This design comes from an exercise in tuning for small area, a short achievable clock period and few clock cycles on the open sky130 flow, not from production work.
Only the layout flow was run in this run; the RTL was not checked for function there.

<file path="design.v">
`default_nettype none
package epa_pkg;
  localparam int SCALAR_W = 32;
  localparam int APB_DW   = 32;
  localparam int APB_AW   = 4;
  localparam int N_ITER = 33;
  localparam logic [3:0] OP_ADD = 4'd0, OP_SUB = 4'd1, OP_RED = 4'd2, OP_MUL = 4'd3,
                         OP_DBLR = 4'd4, OP_BR = 4'd5, OP_CALL = 4'd6, OP_RET = 4'd7,
                         OP_SKIPZ = 4'd8, OP_SHK = 4'd9, OP_LDK = 4'd10, OP_FIN = 4'd11,
                         OP_ABSK = 4'd12, OP_LDH = 4'd13;
  localparam logic [3:0] C_ZA = 4'd0, C_KMSB = 4'd1, C_CNT0 = 4'd2, C_KADD = 4'd3,
                         C_KDBL = 4'd4, C_KMUL = 4'd5, C_KCHK = 4'd6, C_PINF = 4'd7,
                         C_QINF = 4'd8, C_NEG = 4'd9, C_ALW = 4'd10, C_DNEG = 4'd11;
  localparam logic [7:0] PC_START = 8'd0;
  function automatic logic [29:0] epa_rom(input logic [7:0] addr);
    case (addr)
      8'd0: epa_rom = 30'h30001400;   
      8'd1: epa_rom = 30'h34001400;   
      8'd2: epa_rom = 30'h03841400;   
      8'd3: epa_rom = 30'h13bb9441;   
      8'd4: epa_rom = 30'h0ddf9400;   
      8'd5: epa_rom = 30'h0e239400;   
      8'd6: epa_rom = 30'h0d939400;   
      8'd7: epa_rom = 30'h14000c18;   
      8'd8: epa_rom = 30'h14000a25;   
      8'd9: epa_rom = 30'h0e679400;   
      8'd10: epa_rom = 30'h0eab9400;   
      8'd11: epa_rom = 30'h02c41400;   
      8'd12: epa_rom = 30'h12eed420;   
      8'd13: epa_rom = 30'h14000815;   
      8'd14: epa_rom = 30'h14002e11;   
      8'd15: epa_rom = 30'h14001046;   
      8'd16: epa_rom = 30'h14001434;   
      8'd17: epa_rom = 30'h14003013;   
      8'd18: epa_rom = 30'h02c01400;   
      8'd19: epa_rom = 30'h18001461;   
      8'd20: epa_rom = 30'h14001434;   
      8'd21: epa_rom = 30'h14000e46;   
      8'd22: epa_rom = 30'h18001449;   
      8'd23: epa_rom = 30'h14001434;   
      8'd24: epa_rom = 30'h02401400;   
      8'd25: epa_rom = 30'h02801400;   
      8'd26: epa_rom = 30'h14000e24;   
      8'd27: epa_rom = 30'h0f221400;   
      8'd28: epa_rom = 30'h0f5dd400;   
      8'd29: epa_rom = 30'h03759400;   
      8'd30: epa_rom = 30'h0f75d400;   
      8'd31: epa_rom = 30'h0ed79400;   
      8'd32: epa_rom = 30'h0376d400;   
      8'd33: epa_rom = 30'h07335400;   
      8'd34: epa_rom = 30'h14300024;   
      8'd35: epa_rom = 30'h2c001400;   
      8'd36: epa_rom = 30'h2c001402;   
      8'd37: epa_rom = 30'h14000e46;   
      8'd38: epa_rom = 30'h14003228;   
      8'd39: epa_rom = 30'h06021400;   
      8'd40: epa_rom = 30'h20001400;   
      8'd41: epa_rom = 30'h14000446;   
      8'd42: epa_rom = 30'h025c1400;   
      8'd43: epa_rom = 30'h02a01400;   
      8'd44: epa_rom = 30'h02c41400;   
      8'd45: epa_rom = 30'h12eed420;   
      8'd46: epa_rom = 30'h2400142f;   
      8'd47: epa_rom = 30'h14000434;   
      8'd48: epa_rom = 30'h18001449;   
      8'd49: epa_rom = 30'h14002233;   
      8'd50: epa_rom = 30'h18001461;   
      8'd51: epa_rom = 30'h2400142f;   
      8'd52: epa_rom = 30'h142c0046;   
      8'd53: epa_rom = 30'h2bcc9400;   
      8'd54: epa_rom = 30'h20001400;   
      8'd55: epa_rom = 30'h032c1400;   
      8'd56: epa_rom = 30'h24001439;   
      8'd57: epa_rom = 30'h1400043e;   
      8'd58: epa_rom = 30'h0f331400;   
      8'd59: epa_rom = 30'h1400223d;   
      8'd60: epa_rom = 30'h0f32d400;   
      8'd61: epa_rom = 30'h24001439;   
      8'd62: epa_rom = 30'h0f731400;   
      8'd63: epa_rom = 30'h0f745400;   
      8'd64: epa_rom = 30'h0e675400;   
      8'd65: epa_rom = 30'h0f771400;   
      8'd66: epa_rom = 30'h0eab5400;   
      8'd67: epa_rom = 30'h0a641400;   
      8'd68: epa_rom = 30'h0aa81400;   
      8'd69: epa_rom = 30'h2c001400;   
      8'd70: epa_rom = 30'h02401400;   
      8'd71: epa_rom = 30'h02801400;   
      8'd72: epa_rom = 30'h2c001401;   
      8'd73: epa_rom = 30'h0f2a9400;   
      8'd74: epa_rom = 30'h0f671400;   
      8'd75: epa_rom = 30'h03775400;   
      8'd76: epa_rom = 30'h03775400;   
      8'd77: epa_rom = 30'h0f331400;   
      8'd78: epa_rom = 30'h0faed400;   
      8'd79: epa_rom = 30'h0eead400;   
      8'd80: epa_rom = 30'h02eed400;   
      8'd81: epa_rom = 30'h0fbb9400;   
      8'd82: epa_rom = 30'h0f9b9400;   
      8'd83: epa_rom = 30'h0ea65400;   
      8'd84: epa_rom = 30'h03ba9400;   
      8'd85: epa_rom = 30'h02aa9400;   
      8'd86: epa_rom = 30'h03ba9400;   
      8'd87: epa_rom = 30'h0e7b9400;   
      8'd88: epa_rom = 30'h06675400;   
      8'd89: epa_rom = 30'h06675400;   
      8'd90: epa_rom = 30'h07765400;   
      8'd91: epa_rom = 30'h0ebb5400;   
      8'd92: epa_rom = 30'h03331400;   
      8'd93: epa_rom = 30'h03331400;   
      8'd94: epa_rom = 30'h03331400;   
      8'd95: epa_rom = 30'h06ab1400;   
      8'd96: epa_rom = 30'h1c001400;   
      8'd97: epa_rom = 30'h142c2069;   
      8'd98: epa_rom = 30'h025c1400;   
      8'd99: epa_rom = 30'h02a01400;   
      8'd100: epa_rom = 30'h14003666;   
      8'd101: epa_rom = 30'h06829400;   
      8'd102: epa_rom = 30'h02c41400;   
      8'd103: epa_rom = 30'h12eed420;   
      8'd104: epa_rom = 30'h1c001400;   
      8'd105: epa_rom = 30'h0f2ed400;   
      8'd106: epa_rom = 30'h0f5f1400;   
      8'd107: epa_rom = 30'h0f32d400;   
      8'd108: epa_rom = 30'h0f231400;   
      8'd109: epa_rom = 30'h1400366f;   
      8'd110: epa_rom = 30'h07031400;   
      8'd111: epa_rom = 30'h07765400;   
      8'd112: epa_rom = 30'h07329400;   
      8'd113: epa_rom = 30'h14342075;   
      8'd114: epa_rom = 30'h14300049;   
      8'd115: epa_rom = 30'h02c01400;   
      8'd116: epa_rom = 30'h1c001400;   
      8'd117: epa_rom = 30'h0eef5400;   
      8'd118: epa_rom = 30'h0fb75400;   
      8'd119: epa_rom = 30'h0f779400;   
      8'd120: epa_rom = 30'h0fa79400;   
      8'd121: epa_rom = 30'h0e731400;   
      8'd122: epa_rom = 30'h06675400;   
      8'd123: epa_rom = 30'h06679400;   
      8'd124: epa_rom = 30'h06679400;   
      8'd125: epa_rom = 30'h07ba5400;   
      8'd126: epa_rom = 30'h0fb39400;   
      8'd127: epa_rom = 30'h0f6b5400;   
      8'd128: epa_rom = 30'h06bb5400;   
      8'd129: epa_rom = 30'h1c001400;   
      default: epa_rom = {22'd0, addr};   
    endcase
  endfunction
endpackage
`default_nettype wire
`default_nettype none
module epa_alu #(
  parameter int DG = 3
) (
  input  logic [32:0]   ss_i,
  input  logic [32:0]   sc_i,
  input  logic [31:0]   a,
  input  logic          a0,
  input  logic [32:0]   ap,
  input  logic [30:0]   p,
  input  logic [DG-1:0] bd,
  output logic [32:0]   ss_o,
  output logic [32:0]   sc_o
);
  logic [32:0] ss, sc, m, sm, cy;
  logic        q;
  always_comb begin
    ss = ss_i;
    sc = sc_i;
    for (int j = 0; j < DG; j++) begin
      q  = ss[0] ^ sc[0] ^ (bd[j] & a0);
      case ({bd[j], q})
        2'b00:   m = '0;
        2'b01:   m = {2'b00, p};
        2'b10:   m = {1'b0, a};
        default: m = ap;
      endcase
      sm = ss ^ sc ^ m;
      cy = (ss & sc) | (ss & m) | (sc & m);
      ss = {1'b0, sm[32:1]};
      sc = cy;
    end
    ss_o = ss;
    sc_o = sc;
  end
endmodule
`default_nettype wire
`default_nettype none
module ecc_point_arithmetic_gfp_top #(
  parameter int FIELD_BITS = 31
) (
  input  logic                           clk,
  input  logic                           rst,
  input  logic                           in_valid,
  output logic                           in_ready,
  input  logic [1:0]                     kind,
  input  logic [FIELD_BITS-1:0]          p_x,
  input  logic [FIELD_BITS-1:0]          p_y,
  input  logic                           p_inf,
  input  logic [FIELD_BITS-1:0]          q_x,
  input  logic [FIELD_BITS-1:0]          q_y,
  input  logic                           q_inf,
  input  logic signed [epa_pkg::SCALAR_W-1:0] scalar,
  output logic                           out_valid,
  input  logic                           out_ready,
  output logic [FIELD_BITS-1:0]          r_x,
  output logic [FIELD_BITS-1:0]          r_y,
  output logic                           r_inf,
  output logic                           on_curve,
  input  logic                           psel,
  input  logic                           penable,
  input  logic                           pwrite,
  input  logic [epa_pkg::APB_AW-1:0]     paddr,
  input  logic [epa_pkg::APB_DW-1:0]     pwdata,
  output logic [epa_pkg::APB_DW-1:0]     prdata,
  output logic                           pready
);
  localparam int W  = FIELD_BITS;
  localparam int DG = 3;                     
  localparam int NC = epa_pkg::N_ITER / DG;           
  localparam logic [1:0] KIND_ADD = 2'd0;
  localparam logic [1:0] KIND_DBL = 2'd1;
  localparam logic [1:0] KIND_MUL = 2'd2;
  localparam logic [1:0] KIND_CHK = 2'd3;
  localparam logic [1:0] REG_MODULUS = 2'd0;
  localparam logic [1:0] REG_CURVE_A = 2'd1;
  localparam logic [1:0] REG_CURVE_B = 2'd2;
  localparam logic [3:0] R_ZERO = 4'd0, R_ONE = 4'd1, R_TWO = 4'd2, R_CP = 4'd3,
                         R_CA = 4'd4, R_CB = 4'd5, R_AM = 4'd6, R_PX = 4'd7, R_PY = 4'd8,
                         R_X = 4'd9, R_Y = 4'd10, R_Z = 4'd11, R_T1 = 4'd12, R_T2 = 4'd13,
                         R_T3 = 4'd14, R_K = 4'd15;
  logic [W-1:0] modulus, curve_a, curve_b;
  logic         cfg_wr;
  logic [31:0] am, px, py, rx, ry, rz, t1, t2, t3;
  logic        busy;
  logic [7:0]  pc, pc_nx, ret;
  logic [29:0] ir;
  logic [3:0]  op, dst, sa, sb;
  logic [4:0]  cnd;
  logic [7:0]  tgt;
  logic [6:0]  mc;
  logic        cond;
  logic        mc_last, mc_first;
  logic [1:0]  op_kind;
  logic        pinf, qinf, neg;
  logic [33:0] kreg, hreg;    
  logic        knz;
  logic [5:0]  cnt;
  logic [31:0] rda, rdb;
  logic [32:0] ss, sc, ss_n, sc_n, ap;
  logic [31:0] ma, mb;
  logic [15:0] soa, sob;       
  logic [29:0] ir_nx;
  logic [33:0] s3, c3, kneg;
  logic [33:0] xa, yb, kk, u, w;
  logic        cin;
  logic [31:0] res;
  logic        wen, za;
  logic [1:0]  aop;
  localparam logic [1:0] A_ADD = 2'd0, A_SUB = 2'd1, A_RED = 2'd2, A_CPA = 2'd3;
  assign pready   = 1'b1;
  assign in_ready = ~busy & ~out_valid;
  assign cfg_wr   = psel & penable & pwrite;
  assign r_x      = rx[W-1:0];
  assign r_y      = ry[W-1:0];
  always_ff @(posedge clk) begin
    case (paddr[3:2])
      REG_MODULUS: prdata <= epa_pkg::APB_DW'(modulus);
      REG_CURVE_A: prdata <= epa_pkg::APB_DW'(curve_a);
      REG_CURVE_B: prdata <= epa_pkg::APB_DW'(curve_b);
      default:     prdata <= '0;
    endcase
  end
  always_ff @(posedge clk) begin
    if (rst) begin
      modulus <= W'(97);
      curve_a <= W'(2);
      curve_b <= W'(3);
    end else if (cfg_wr) begin
      case (paddr[3:2])
        REG_MODULUS: modulus <= pwdata[W-1:0];
        REG_CURVE_A: curve_a <= pwdata[W-1:0];
        REG_CURVE_B: curve_b <= pwdata[W-1:0];
        default: ;
      endcase
    end
  end
  always_comb begin
    op  = ir[29:26];
    dst = ir[25:22];
    sa  = ir[21:18];
    sb  = ir[17:14];
    cnd = ir[13:9];
    tgt = ir[7:0];
  end
  function automatic logic [31:0] rd(input logic [3:0] s, input logic [W-1:0] cp,
                                     input logic [W-1:0] ca, input logic [W-1:0] cb,
                                     input logic [31:0] am_, input logic [31:0] px_,
                                     input logic [31:0] py_, input logic [31:0] x_,
                                     input logic [31:0] y_, input logic [31:0] z_,
                                     input logic [31:0] t1_, input logic [31:0] t2_,
                                     input logic [31:0] t3_);
    case (s)
      R_ZERO:  rd = 32'd0;
      R_ONE:   rd = 32'd1;
      R_TWO:   rd = 32'd2;
      R_CP:    rd = {1'b0, cp};
      R_CA:    rd = {1'b0, ca};
      R_CB:    rd = {1'b0, cb};
      R_AM:    rd = am_;
      R_PX:    rd = px_;
      R_PY:    rd = py_;
      R_X:     rd = x_;
      R_Y:     rd = y_;
      R_Z:     rd = z_;
      R_T1:    rd = t1_;
      R_T2:    rd = t2_;
      R_T3:    rd = t3_;
      default: rd = 32'd0;
    endcase
  endfunction
  function automatic logic [31:0] rdoh(input logic [15:0] oh, input logic [W-1:0] cp,
                                       input logic [W-1:0] ca, input logic [W-1:0] cb,
                                       input logic [31:0] am_, input logic [31:0] px_,
                                       input logic [31:0] py_, input logic [31:0] x_,
                                       input logic [31:0] y_, input logic [31:0] z_,
                                       input logic [31:0] t1_, input logic [31:0] t2_,
                                       input logic [31:0] t3_);
    rdoh = ({31'd0, oh[R_ONE]}) | ({30'd0, oh[R_TWO], 1'b0}) |
           ({32{oh[R_CP]}} & {1'b0, cp}) | ({32{oh[R_CA]}} & {1'b0, ca}) |
           ({32{oh[R_CB]}} & {1'b0, cb}) | ({32{oh[R_AM]}} & am_) |
           ({32{oh[R_PX]}} & px_) | ({32{oh[R_PY]}} & py_) |
           ({32{oh[R_X]}} & x_) | ({32{oh[R_Y]}} & y_) | ({32{oh[R_Z]}} & z_) |
           ({32{oh[R_T1]}} & t1_) | ({32{oh[R_T2]}} & t2_) | ({32{oh[R_T3]}} & t3_);
  endfunction
  always_comb begin
    rda = rdoh(soa, modulus, curve_a, curve_b, am, px, py, rx, ry, rz, t1, t2, t3);
    rdb = rdoh(sob, modulus, curve_a, curve_b, am, px, py, rx, ry, rz, t1, t2, t3);
    za  = (rda == 32'd0) | (rda == {1'b0, modulus});
  end
  epa_alu #(
    .DG (DG)
  ) u_alu (
    .ss_i (ss),
    .sc_i (sc),
    .a    (ma),
    .a0   (ma[0]),
    .ap   (ap),
    .p    (modulus),
    .bd   (mb[DG-1:0]),
    .ss_o (ss_n),
    .sc_o (sc_n)
  );
  function automatic logic [33:0] padd(input logic [33:0] x, input logic [33:0] y,
                                       input logic ci);
    logic [34:0] g, pp;
    g  = {x & y, ci};
    pp = {x ^ y, 1'b0};
    for (int d = 1; d < 35; d = d * 2) begin
      for (int i = 34; i >= d; i--) begin
        g[i]  = g[i] | (pp[i] & g[i-d]);
        pp[i] = pp[i] & pp[i-d];
      end
    end
    padd = (x ^ y) ^ g[33:0];
  endfunction
  always_comb begin
    aop = A_ADD;
    case (op)
      epa_pkg::OP_SUB: aop = A_SUB;
      epa_pkg::OP_RED:         aop = A_RED;
      epa_pkg::OP_MUL:         aop = mc_last ? A_CPA : A_ADD;
      default:        aop = A_ADD;
    endcase
    xa  = {2'b00, rda};
    yb  = {2'b00, rdb};
    cin = 1'b0;
    kk  = '0;
    case (aop)
      A_ADD: begin
        if (op == epa_pkg::OP_MUL) yb = {3'b000, modulus};
        else kk = -{2'b00, modulus, 1'b0};
      end
      A_SUB: begin
        yb  = ~{2'b00, rdb};
        cin = 1'b1;
        kk  = {2'b00, modulus, 1'b0};
      end
      A_RED: begin
        yb  = ~{3'b000, modulus};
        cin = 1'b1;
        kk  = {3'b000, modulus};
      end
      default: begin
        xa = {1'b0, ss};
        yb = {1'b0, sc};
      end
    endcase
    u  = padd(xa, yb, cin);
    s3 = xa ^ yb ^ kk;
    c3 = {(xa[32:0] & yb[32:0]) | (xa[32:0] & kk[32:0]) | (yb[32:0] & kk[32:0]), 1'b0};
    w  = padd(s3, c3, cin);
    case (op)
      epa_pkg::OP_ABSK: kneg = padd(~kreg, 34'd0, 1'b1);
      epa_pkg::OP_LDK:  kneg = padd({3'b000, modulus}, {{33{1'b1}}, 1'b0}, 1'b0);
      default:          kneg = padd(kreg, {kreg[32:0], 1'b0}, 1'b0);
    endcase
    knz  = kreg[33] ^ hreg[33];
    case (aop)
      A_ADD:   res = (op == epa_pkg::OP_ADD || op == epa_pkg::OP_DBLR) && !w[33] ? w[31:0] : u[31:0];
      A_SUB:   res = u[33] ? w[31:0] : u[31:0];
      A_RED:   res = u[33] ? w[31:0] : u[31:0];
      default: res = u[31:0];
    endcase
  end
  always_comb begin
    case (cnd[3:0])
      epa_pkg::C_ZA:    cond = za;
      epa_pkg::C_KMSB:  cond = knz;
      epa_pkg::C_DNEG:  cond = (op_kind == KIND_MUL) & kreg[33] & ~hreg[33];
      epa_pkg::C_CNT0:  cond = (cnt == 6'd0);
      epa_pkg::C_KADD:  cond = (op_kind == KIND_ADD);
      epa_pkg::C_KDBL:  cond = (op_kind == KIND_DBL);
      epa_pkg::C_KMUL:  cond = (op_kind == KIND_MUL);
      epa_pkg::C_KCHK:  cond = (op_kind == KIND_CHK);
      epa_pkg::C_PINF:  cond = pinf;
      epa_pkg::C_QINF:  cond = qinf;
      epa_pkg::C_NEG:   cond = neg;
      default: cond = 1'b1;
    endcase
    cond = cond ^ cnd[4];
  end
  always_comb begin
    pc_nx = pc + 8'd1;
    wen   = 1'b0;
    case (op)
      epa_pkg::OP_ADD, epa_pkg::OP_SUB, epa_pkg::OP_RED: wen = 1'b1;
      epa_pkg::OP_DBLR: begin
        wen = 1'b1;
        if (mc != tgt[6:0]) pc_nx = pc;
      end
      epa_pkg::OP_MUL: begin
        wen = mc_last;
        if (!mc_last) pc_nx = pc;
      end
      epa_pkg::OP_BR:   if (cond) pc_nx = tgt;
      epa_pkg::OP_CALL: pc_nx = tgt;
      epa_pkg::OP_RET:  pc_nx = ret;
      epa_pkg::OP_SKIPZ: if (!knz && cnt != 6'd0) pc_nx = pc;
      epa_pkg::OP_SHK:  pc_nx = tgt;
      default: ;
    endcase
    if (!busy) pc_nx = epa_pkg::PC_START;
    ir_nx = epa_pkg::epa_rom(pc_nx);
  end
  always_ff @(posedge clk) begin
    if (rst) begin
      busy      <= 1'b0;
      out_valid <= 1'b0;
    end else begin
      if (out_valid && out_ready) out_valid <= 1'b0;
      if (!busy) begin
        if (in_valid && in_ready) busy <= 1'b1;
      end else if (op == epa_pkg::OP_FIN) begin
        busy      <= 1'b0;
        out_valid <= 1'b1;
      end
    end
  end
  always_ff @(posedge clk) begin
    pc  <= pc_nx;
    ir  <= ir_nx;
    soa <= 16'd1 << ir_nx[21:18];
    sob <= 16'd1 << ir_nx[17:14];
    if (busy) begin
      if (op == epa_pkg::OP_MUL) mc <= mc_last ? 7'd0 : mc + 7'd1;
      else if (op == epa_pkg::OP_DBLR) mc <= (mc == tgt[6:0]) ? 7'd0 : mc + 7'd1;
      else mc <= 7'd0;
      mc_first <= (op == epa_pkg::OP_MUL) ? mc_last : 1'b1;
      mc_last  <= (op == epa_pkg::OP_MUL) && (mc == 7'(NC));
      if (op == epa_pkg::OP_MUL) begin
        if (mc_first) begin
          ma  <= rda;
          mb <= rdb;
          ap <= u[32:0];
          ss <= '0;
          sc <= '0;
        end else begin
          mb <= mb >> DG;
          ss <= ss_n;
          sc <= sc_n;
        end
      end
      if (op == epa_pkg::OP_CALL) ret <= pc + 8'd1;
      case (op)
        epa_pkg::OP_SKIPZ: if (!knz && cnt != 6'd0) begin
          kreg <= kreg << 1;
          hreg <= hreg << 1;
          cnt  <= cnt - 6'd1;
        end
        epa_pkg::OP_SHK: begin
          kreg <= kreg << 1;
          hreg <= hreg << 1;
          cnt  <= cnt - 6'd1;
        end
        epa_pkg::OP_LDK: begin
          kreg <= {kneg[32:0], 1'b0};
          hreg <= '0;
          cnt  <= 6'd33;
        end
        epa_pkg::OP_ABSK: if (neg) kreg <= {2'b00, kneg[31:0]};
        epa_pkg::OP_LDH:  hreg <= kneg;
        epa_pkg::OP_FIN: begin
          r_inf    <= tgt[0];
          on_curve <= tgt[1];
        end
        default: ;
      endcase
    end else begin
      mc       <= 7'd0;
      mc_first <= 1'b1;
      mc_last  <= 1'b0;
    end
    if (!busy && !out_valid) begin
      px      <= {1'b0, p_x};
      py      <= {1'b0, p_y};
      rx      <= {1'b0, (kind == KIND_ADD) ? q_x : p_x};
      ry      <= {1'b0, (kind == KIND_ADD) ? q_y : p_y};
      kreg    <= {2'b00, scalar};
      neg     <= scalar[31];
      cnt     <= 6'd33;
      op_kind <= kind;
      pinf    <= p_inf;
      qinf    <= q_inf;
    end else if (busy && wen) begin
      case (dst)
        R_AM: am <= res;
        R_PX: px <= res;
        R_PY: py <= res;
        R_X:  rx <= res;
        R_Y:  ry <= res;
        R_Z:  rz <= res;
        R_T1: t1 <= res;
        R_T2: t2 <= res;
        R_T3: t3 <= res;
        default: ;
      endcase
    end
  end
endmodule
`default_nettype wire
</file>
<file path="run.sh">
#!/bin/bash
# synth_recipe.tcl (not shown) runs the flow's synth.tcl, then flattens the netlist and writes it again
# the make line also repeats each setting of config.mk as NAME=value (left out here)
make -C /OpenROAD-flow-scripts/flow DESIGN_CONFIG=/design/flow/config.mk WORK_HOME=/design/flow/orfs CLKGATE_MAP_FILE= SYNTH_SCRIPT=/design/flow/synth_recipe.tcl finish
</file>
<file path="config.mk">
export PLATFORM = sky130hd
export DESIGN_NAME = ecc_point_arithmetic_gfp_top
export DESIGN_NICKNAME = ecc_point_arithmetic_gfp_top
export VERILOG_FILES = /design/flow/design.v
export SDC_FILE = /design/flow/constraint.sdc
export NUM_CORES = 4
export LEC_CHECK = 0
export CAP_MARGIN = 20
export CORE_MARGIN = 2
export CORE_UTILIZATION = 40
export SETUP_SLACK_MARGIN = 5
export SLEW_MARGIN = 20
</file>
<file path="constraint.sdc">
create_clock -name core_clock -period 10.0 [get_ports {clk}]
set_input_delay 2.0000 -clock core_clock [delete_from_list [all_inputs] [get_ports {clk}]]
set_output_delay 2.0000 -clock core_clock [all_outputs]
set_load 0.01 [all_outputs]
</file>
==> summary.txt <==
## metrics by stage
step | hold slack (ps) | util (%) | cells
2_1_floorplan | 437 | - | 5459
3_3_place_gp | 459 | 44.3 | 7098
3_5_place_dp | 462 | 44.3 | 7098
4_1_cts | 480 | 50.0 | 7429
5_1_grt | 504 | 52.2 | 7577
6_report | 480 | 52.2 | 7579
## state kept, by name, indices dropped and copies added, names as in the netlist, 33 cells and up
signal  count
sc         33
kreg       34
ap         33
hreg       34
## path summary, 6_finish.rpt
| kind | start | to | slack, ps | cells past startpoint |
|---|---|---|---|---|
| hold reg to reg | mc[0] | mc[0] | 480 | 1 |
| setup reg to reg | rx[0] | rx[1] | 3460 | 27 |
| hold / removal | mc[0] | mc[0] | 480 | 1 |
| setup / recovery | rx[0] | rx[1] | 3460 | 27 |
## critical path, stage by stage (launching register included)
cell	delay (ps)
sky130_fd_sc_hd__edfxtp_1	490
sky130_fd_sc_hd__a222oi_1	330
sky130_fd_sc_hd__nand3_1	180
sky130_fd_sc_hd__a2111oi_4	290
sky130_fd_sc_hd__buf_4	200
sky130_fd_sc_hd__o21ai_2	50
sky130_fd_sc_hd__a222oi_1	460
sky130_fd_sc_hd__mux2i_4	170
sky130_fd_sc_hd__fa_2	620
sky130_fd_sc_hd__ha_4	160
sky130_fd_sc_hd__a21oi_4	60
sky130_fd_sc_hd__nor2_2	110
sky130_fd_sc_hd__a211oi_2	60
sky130_fd_sc_hd__a21oi_2	170
sky130_fd_sc_hd__a31o_2	210
sky130_fd_sc_hd__o2111ai_2	120
sky130_fd_sc_hd__a21boi_2	230
sky130_fd_sc_hd__o211ai_1	120
sky130_fd_sc_hd__buf_4	170
sky130_fd_sc_hd__a211oi_4	330
sky130_fd_sc_hd__nor3_4	80
sky130_fd_sc_hd__or3_4	370
sky130_fd_sc_hd__nand3_4	190
sky130_fd_sc_hd__mux2_4	320
sky130_fd_sc_hd__a222oi_1	280
sky130_fd_sc_hd__buf_4	230
sky130_fd_sc_hd__and2_4	180
sky130_fd_sc_hd__a31oi_1	50
## cells in the mapped netlist, types with 22 or more instances
library cell	instances
sky130_fd_sc_hd__clkbuf_1	296
sky130_fd_sc_hd__nor2_1	450
sky130_fd_sc_hd__mux2_2	128
sky130_fd_sc_hd__nand2_1	660
sky130_fd_sc_hd__a222oi_1	22
sky130_fd_sc_hd__a211oi_1	25
sky130_fd_sc_hd__nor4_1	54
sky130_fd_sc_hd__nand2b_1	25
sky130_fd_sc_hd__nor3_1	89
sky130_fd_sc_hd__a21oi_1	296
sky130_fd_sc_hd__xor2_1	49
sky130_fd_sc_hd__edfxtp_1	527
sky130_fd_sc_hd__fa_1	127
sky130_fd_sc_hd__o21ai_0	201
sky130_fd_sc_hd__o22ai_1	34
sky130_fd_sc_hd__buf_4	72
sky130_fd_sc_hd__and3_1	26
sky130_fd_sc_hd__buf_1	29
sky130_fd_sc_hd__nand4_1	75
sky130_fd_sc_hd__nand3_1	116
sky130_fd_sc_hd__inv_1	352
sky130_fd_sc_hd__nor2b_1	107
sky130_fd_sc_hd__a22o_1	139
sky130_fd_sc_hd__a22oi_1	317
sky130_fd_sc_hd__a221o_1	31
sky130_fd_sc_hd__dfxtp_1	204
sky130_fd_sc_hd__a31oi_1	89
sky130_fd_sc_hd__a221oi_1	85
sky130_fd_sc_hd__xnor2_1	131
sky130_fd_sc_hd__or3_1	38
sky130_fd_sc_hd__ha_1	147
sky130_fd_sc_hd__mux2i_1	83
sky130_fd_sc_hd__and2_1	31
sky130_fd_sc_hd__a21o_1	51
sky130_fd_sc_hd__buf_2	35
sky130_fd_sc_hd__or2_2	35
## placed cells by master (no fill, tap or decap), types with 42 or more instances in the layout
cell type / instances
sky130_fd_sc_hd__buf_12: 43
sky130_fd_sc_hd__nor2_1: 378
sky130_fd_sc_hd__buf_4: 278
sky130_fd_sc_hd__xnor2_1: 120
sky130_fd_sc_hd__o21ai_0: 179
sky130_fd_sc_hd__buf_6: 109
sky130_fd_sc_hd__dfxtp_1: 180
sky130_fd_sc_hd__nand4_1: 75
sky130_fd_sc_hd__inv_1: 340
sky130_fd_sc_hd__a221oi_1: 47
sky130_fd_sc_hd__a21oi_1: 270
sky130_fd_sc_hd__a31oi_1: 78
sky130_fd_sc_hd__mux2i_1: 80
sky130_fd_sc_hd__clkdlybuf4s50_1: 293
sky130_fd_sc_hd__ha_1: 132
sky130_fd_sc_hd__a22o_1: 115
sky130_fd_sc_hd__a22oi_1: 312
sky130_fd_sc_hd__clkbuf_16: 91
sky130_fd_sc_hd__edfxtp_1: 527
sky130_fd_sc_hd__nand3_1: 88
sky130_fd_sc_hd__xor2_1: 42
sky130_fd_sc_hd__nand2_1: 634
sky130_fd_sc_hd__nor2b_1: 67
sky130_fd_sc_hd__fa_1: 93
sky130_fd_sc_hd__a21o_1: 50
sky130_fd_sc_hd__mux2_2: 93
sky130_fd_sc_hd__nor3_1: 70
## area by class of cell
cell class | instances | area share, %
multi-input cells | 3941 | 47.4
flip-flops and latches | 731 | 30.9
repair buffers | 754 | 11.9
clock buffers | 115 | 3.71
well taps | 1637 | 3.16
inverters | 358 | 2.16
clock inverters | 40 | 0.725
diodes | 3 | 0.0116
## what timing repair did
| action | CTS | global route |
|---|---|---|
| gates resized for setup | 547 | 321 |
| pin swaps | 184 | 154 |
| buffers inserted | 162 | 141 |
| setup endpoints to repair | 423 | 408 |
| cloned | 14 | 6 |
## metal layers
metal / up-vias / global-route usage (%) / wire (um)
met5: - / 0 / 98
met4: 16 / 15.9 / 12900
met3: 733 / 11.7 / 31900
met2: 3447 / 47.7 / 91800
met1: 23179 / 44.3 / 86000
li1: 20748 / - / -
## cell families (layout without fill, tap and decap cells)
logic type                 count (synthesis)  in the layout
other                                      2              9
adders and majority gates                277            277
xor gates and xnor gates                 180            180
DFF                                      731            731
muxes                                    214            215
and+or+nand+nor                         1778           1780
buffers and inverters                    793           1267
AOI/OAI and AO/OA                       1480           1483
==> qor.txt <==
CLOCK NETWORK
---------------------------------------------------------------------------------
CTS tree                                                                     done
Num CTS Buffers                                                                83
Clk sink count                                                                731
Root buffer selected by CTS                                          sky130_fd_sc_hd__clkbuf_16
CTS Hold Bufs                                                                   0
Number of buffers between clock root and the deepest sink                       3
Clock slew seen by the registers of the worst setup and hold paths          80 ps
H-tree levels                                                                   3
Clock network latency to the later pin of the worst-skew pair              710 ps

STA
---------------------------------------------------------------------------------
Actual slew at the worst max-slew pin                                     1330 ps
Post-Route Setup TNS                                                         0 ps
Slew Limit Fails                                                                0
Final cycle utilization of the critical path                                65.4%
Worst relative slew slack                                                   11.2%
Crit path time final                                                      6540 ps
Clk_skew                                                                  54.7 ps
Setup ws final                                                            3460 ps
RSZ-0062 raised after global routing                                         true
Number of setup violations in the final report                                  0
Final hold viol count                                                           0
Timing-limited maximum frequency                                          153 MHz

YOSYS
---------------------------------------------------------------------------------
Sequential area share after synthesis                                       39.7%
Ys async rst share                                                             0%
Fraction of the mapped netlist area in compound gates                       20.6%
Portion of synthesized cell area occupied by the leading cell type          31.5%
Ranking of synthesized cells by area                                 sky130_fd_sc_hd__edfxtp_1, sky130_fd_sc_hd__dfxtp_1, sky130_fd_sc_hd__fa_1
Area share of xor/xnor cells in the synthesized design                      3.14%
Share of synthesized cell area in and, or, nand and nor gates               16.5%
Post-Syn Area per Cell                                                   9.20 um2
Mapped Area                                                             50200 um2
Number of flops mapped to enable cells by yosys                               527
Post-synthesis mux area share                                               4.63%
Register bit count reported by yosys                                          731
Number of warnings issued by yosys                                              2
Commonest register cell after synthesis                              sky130_fd_sc_hd__edfxtp_1
Area share of fa/ha/maj cells after synthesis                               8.79%
Number of different library cells in the post-synthesis netlist                99
Dominant cell type by area after synthesis                           sky130_fd_sc_hd__edfxtp_1
Largest family of logic cells by synthesized area                    compound AO/OA/AOI/OAI gates
Cell count after synthesis                                                   5455

CRITICAL PATH
---------------------------------------------------------------------------------
Startpoint-to-endpoint class of the critical path                    flop to flop
Peak fanout along the critical path                                             6
Critical Path Start Type                                                     flop
Category of the worst setup path capture point                               flop
Data arrival time at the worst-slack endpoint                             6940 ps
Required time reported for the critical path endpoint                    10400 ps

DETAILED ROUTING
---------------------------------------------------------------------------------
Antenna viol nets, final                                                        0
Drt drc                                                                         0
Routed via count divided by cell count                                       6.35
DRC violation total after the first TritonRoute iteration                    6477
Final routed wire length divided by cell count                            29.4 um
Detailed-route wire length                                                 223 mm
Overall via count from detail_route                                         48123
Number of iterations in the first detailed-routing pass                         6

GRT
---------------------------------------------------------------------------------
Number of antenna violations at the first check in global routing              14
Global-route usage over all layers                                          33.2%
Pin count of the biggest net entering global routing                           77
Global-route wire length before repair                                     313 mm
Congestion Overflow GR                                                          0
Number of global-route vias before repair                                   45463

DIE
---------------------------------------------------------------------------------
Placement row count                                                           129
Horizontal extent of the die                                               358 um
Number of top-level pins                                                      302
Height of the die                                                          358 um
Floorplan die area                                                     128000 um2
Starting utilization of the core area                                       40.4%
Std-Cell Core Area                                                     124000 um2

PLACE
---------------------------------------------------------------------------------
Placement-stage worst setup slack                                         1730 ps
HPWL reported at the end of detailed placement                             150 mm
Port buffer count                                                             296
Post-DP Area                                                            55000 um2
Final Wtd Congestion                                                        0.988

JOB
---------------------------------------------------------------------------------
Number of violations of the max-capacitance limit                               0

LAYOUT
---------------------------------------------------------------------------------
Fraction of final layout cells sized beyond drive strength 1                22.4%
Post-Layout Inst Area                                                   64800 um2
Fillers                                                                     10997
Area of the multi-input gates                                           30700 um2
Final-stage net count                                                        6346
Layout area overhead                                                        29.1%
Register cell area after layout                                         20000 um2

HOLD PATH
---------------------------------------------------------------------------------
Class of the worst hold path                                         flop to flop

OUTCOME
---------------------------------------------------------------------------------
Result of the run                                                    finished clean

-- what the ideal ports hide --
The flow's constraints put no driver on any port. The routed layout listed below was extracted and timed again, unchanged, in two steps. Step 1: set_driving_cell puts a clkbuf_16 on clk and a buf_2 on each other input, an assumption about the parent block. Step 2 times the ports against the registers' clock, not the clock port: input delays grow and output delays shrink by t, the midpoint of the rising clock arrivals with the driver on. Slacks: ideal ports / drivers / drivers and shift; pairs: ideal ports / drivers.
shift t [ns]: 0.752
slack for setup (ns): 3.461 / 3.461 / 3.461
clock arrival spread, ns: 0.056 / 0.055
worst register clock-pin slew, ns: 0.08 / 0.08
worst data-port slew with drivers (ns): 0.26
After both steps this run still meets setup and hold. For this run, drivers alone change the setup slack by 0.000 ns; drivers and shift together by 0.000 ns.
